This design comes from an exercise in tuning for small area on the open sky130 flow, not from production work. At most, simulation tests tie the RTL to the original design; equivalence was not proved. No activity file was given, so power comes from the tool's default toggle rates.

Design exec_unit, start of the top module:
module exec_unit #(
    parameter int xlen     = exec_pkg::xlen_default,
    parameter int pc_width = exec_pkg::pc_width_default
) (
    input  logic                clk,
    input  logic                rst,
    input  exec_pkg::opcode_t   opcode,
    input  exec_pkg::funct3_t   func3,
    input  exec_pkg::funct7_t   func7,
    input  logic [xlen-1:0]     imm,
    input  logic [xlen-1:0]     data1,
    input  logic [xlen-1:0]     data2,
    input  logic [pc_width-1:0] pc,
    output logic [xlen-1:0]     result,
    output logic [pc_width-1:0] pc_branch,
    output logic                is_branch,
    output logic                mem_rw,
    output logic                is_load
);
Size: about 3,200 cells after synthesis.
==> module exec_add, before the edit <==
module exec_add #(
    parameter int w = 64
) (
    input  logic [w-1:0] a,
    input  logic [w-1:0] b,
    input  logic         cin,
    output logic [w-1:0] p,      
    output logic [w-1:0] g,      
    output logic [w-1:0] sum,
    output logic         cout
);
    localparam int lg = $clog2(w);
    logic [w-1:0] gg, pp;
    assign p = a ^ b;
    assign g = a & b;
    always_comb begin
        gg = g;
        pp = p;
        gg[0] = g[0] | (p[0] & cin);
        for (int l = 0; l < lg; l++) begin
            for (int j = 2 ** (l + 1) - 1; j < w; j = j + 2 ** (l + 1)) begin
                gg[j] = gg[j] | (pp[j] & gg[j - 2 ** l]);
                pp[j] = pp[j] & pp[j - 2 ** l];
            end
        end
        for (int l = lg - 2; l >= 0; l--) begin
            for (int j = 3 * 2 ** l - 1; j < w; j = j + 2 ** (l + 1)) begin
                gg[j] = gg[j] | (pp[j] & gg[j - 2 ** l]);
                pp[j] = pp[j] & pp[j - 2 ** l];
            end
        end
    end
    assign sum  = p ^ {gg[w-2:0], cin};
    assign cout = gg[w-1];
endmodule
==> module exec_compute, before the edit <==
module exec_compute (
    input  logic [63:0] data1,
    input  logic [63:0] data2,
    input  logic [63:0] imm,
    input  logic [31:0] pc,
    input  logic        use_imm,
    input  logic        upper,
    input  logic        auipc,
    input  logic        sub,
    input  logic        sel_sum,
    input  logic        sel_p,
    input  logic        sel_g,
    input  logic        sel_shr,
    input  logic        sel_shl,
    input  logic        sel_slt,
    input  logic        sel_sltu,
    input  logic        sra,
    input  logic        cls_branch,
    input  logic [2:0]  func3,
    input  logic        jump_from_reg,
    output logic [63:0] alu_result,
    output logic        br_taken,
    output logic [31:0] br_target,
    output logic [31:0] pc_next
);
    logic [63:0] opb, a, b0, b, p, g, sum;
    logic [63:0] sh_in, sh_out;
    logic [5:0]  shamt;
    logic        inv, cout, ltu, lt, eq, cond;
    assign opb = use_imm ? imm : data2;
    assign inv = sub || sel_slt || sel_sltu || cls_branch;
    assign a  = upper ? {imm[51:0], 12'b0} : data1;
    assign b0 = upper ? {32'b0, pc & {32{auipc}}} : opb;
    assign b  = b0 ^ {64{inv}};
    exec_add #(.w(64)) add_i (
        .a(a), .b(b), .cin(inv), .p(p), .g(g), .sum(sum), .cout(cout)
    );
    assign ltu = !cout;
    assign lt  = cout ^ p[63];
    assign eq  = &p;
    assign shamt = opb[5:0];
    always_comb begin
        for (int i = 0; i < 64; i++) sh_in[i] = sel_shl ? data1[63 - i] : data1[i];
    end
    assign sh_out = $signed({sra && data1[63], sh_in}) >>> shamt;
    always_comb begin
        for (int i = 0; i < 64; i++) begin
            alu_result[i] = (sel_sum && sum[i]) || (sel_p && p[i]) || (sel_g && g[i]) ||
                            (sel_shr && sh_out[i]) || (sel_shl && sh_out[63 - i]);
        end
        alu_result[0] = alu_result[0] || (sel_slt && lt) || (sel_sltu && ltu);
    end
    always_comb begin
        case (func3[2:1])
            2'b00:   cond = eq;
            2'b10:   cond = lt;
            2'b11:   cond = ltu;
            default: cond = 1'b1;
        endcase
        br_taken = func3[2:1] != 2'b01 && (cond ^ func3[0]);
    end
    logic [31:0] t_p, t_g;
    logic        t_c;
    exec_add #(.w(32)) tgt_i (
        .a(jump_from_reg ? data1[31:0] : pc), .b(imm[31:0]), .cin(1'b0),
        .p(t_p), .g(t_g), .sum(br_target), .cout(t_c)
    );
    logic [31:0] inc_c;
    always_comb begin
        inc_c[2] = 1'b1;
        for (int i = 3; i < 32; i++) inc_c[i] = inc_c[i - 1] & pc[i - 1];
        inc_c[1:0] = 2'b00;
    end
    assign pc_next = pc ^ inc_c;
endmodule
Settings: LEC_CHECK=0, ABC_AREA=1, CAP_MARGIN=20, CORE_MARGIN=2, CORE_UTILIZATION=50, SLEW_MARGIN=20; clock period 6.5 ns.
run.sh (not shown) runs the stock make flow with config.mk's settings and CLKGATE_MAP_FILE= SYNTH_SCRIPT=/design/flow/synth_recipe.tcl, a recipe that flattens the netlist after the stock synthesis.
Change:
--- a/flow/design.v
+++ b/flow/design.v
@@ -77,23 +77,23 @@
     assign set_load  = is_load && func3 != 3'd7;
     assign set_store = is_store && !func3[2];
     assign flag_en   = !(arith && !ok) && !(is_load && func3 == 3'd7) && !(is_store && func3[2]);
 endmodule
 `timescale 1ns/1ns
 module exec_add #(
-    parameter int w = 64
+    parameter int w  = 64,
+    parameter int lg = 6     
 ) (
     input  logic [w-1:0] a,
     input  logic [w-1:0] b,
     input  logic         cin,
     output logic [w-1:0] p,      
     output logic [w-1:0] g,      
     output logic [w-1:0] sum,
     output logic         cout
 );
-    localparam int lg = $clog2(w);
     logic [w-1:0] gg, pp;
     assign p = a ^ b;
     assign g = a & b;
     always_comb begin
         gg = g;
         pp = p;
@@ -174,13 +174,13 @@
             default: cond = 1'b1;
         endcase
         br_taken = func3[2:1] != 2'b01 && (cond ^ func3[0]);
     end
     logic [31:0] t_p, t_g;
     logic        t_c;
-    exec_add #(.w(32)) tgt_i (
+    exec_add #(.w(32), .lg(5)) tgt_i (
         .a(jump_from_reg ? data1[31:0] : pc), .b(imm[31:0]), .cin(1'b0),
         .p(t_p), .g(t_g), .sum(br_target), .cout(t_c)
     );
     logic [31:0] inc_c;
     always_comb begin
         inc_c[2] = 1'b1;
=>
- final cell count stays the same
- global-route usage stays the same
- via count stays the same
- total power is unchanged
- fmax is unchanged
- area after synthesis stays the same
- sequential power is about the same
- count of clock-buffer cells in the layout stays the same
- setup slack is unchanged
For the first run of this note, only the layout was checked, not whether the RTL still works.

## re-timing with driven ports
The flow's constraints put no driver on any port. The routed layouts listed below were extracted and timed again, unchanged, in two steps.
Step 1 assumes that a clkbuf_16 drives the clock port and a buf_2 every other input.
Step 2 adds t to the input delays and takes it off the output delays; t is the mean of the earliest and latest rising clock arrival at the registers after step 1. Input paths then give back, and output paths get back, about the clock's delay inside the block.
Slacks: ideal ports / drivers / drivers and shift; pairs: ideal ports / drivers.
run | t, ns | slack for setup (ns) | clock arrival spread, ns | worst register clock-pin slew, ns | pins driven straight from the clock port
the first run | 0.466 | 0.161 / 0.191 / -0.275 | 0.025 / 0.025 | 0.10 / 0.10 | 1
the second run | 0.466 | 0.161 / 0.191 / -0.275 | 0.025 / 0.025 | 0.10 / 0.10 | 1
With both steps, setup timing fails in the first run and the second run, where it was met with ideal ports.
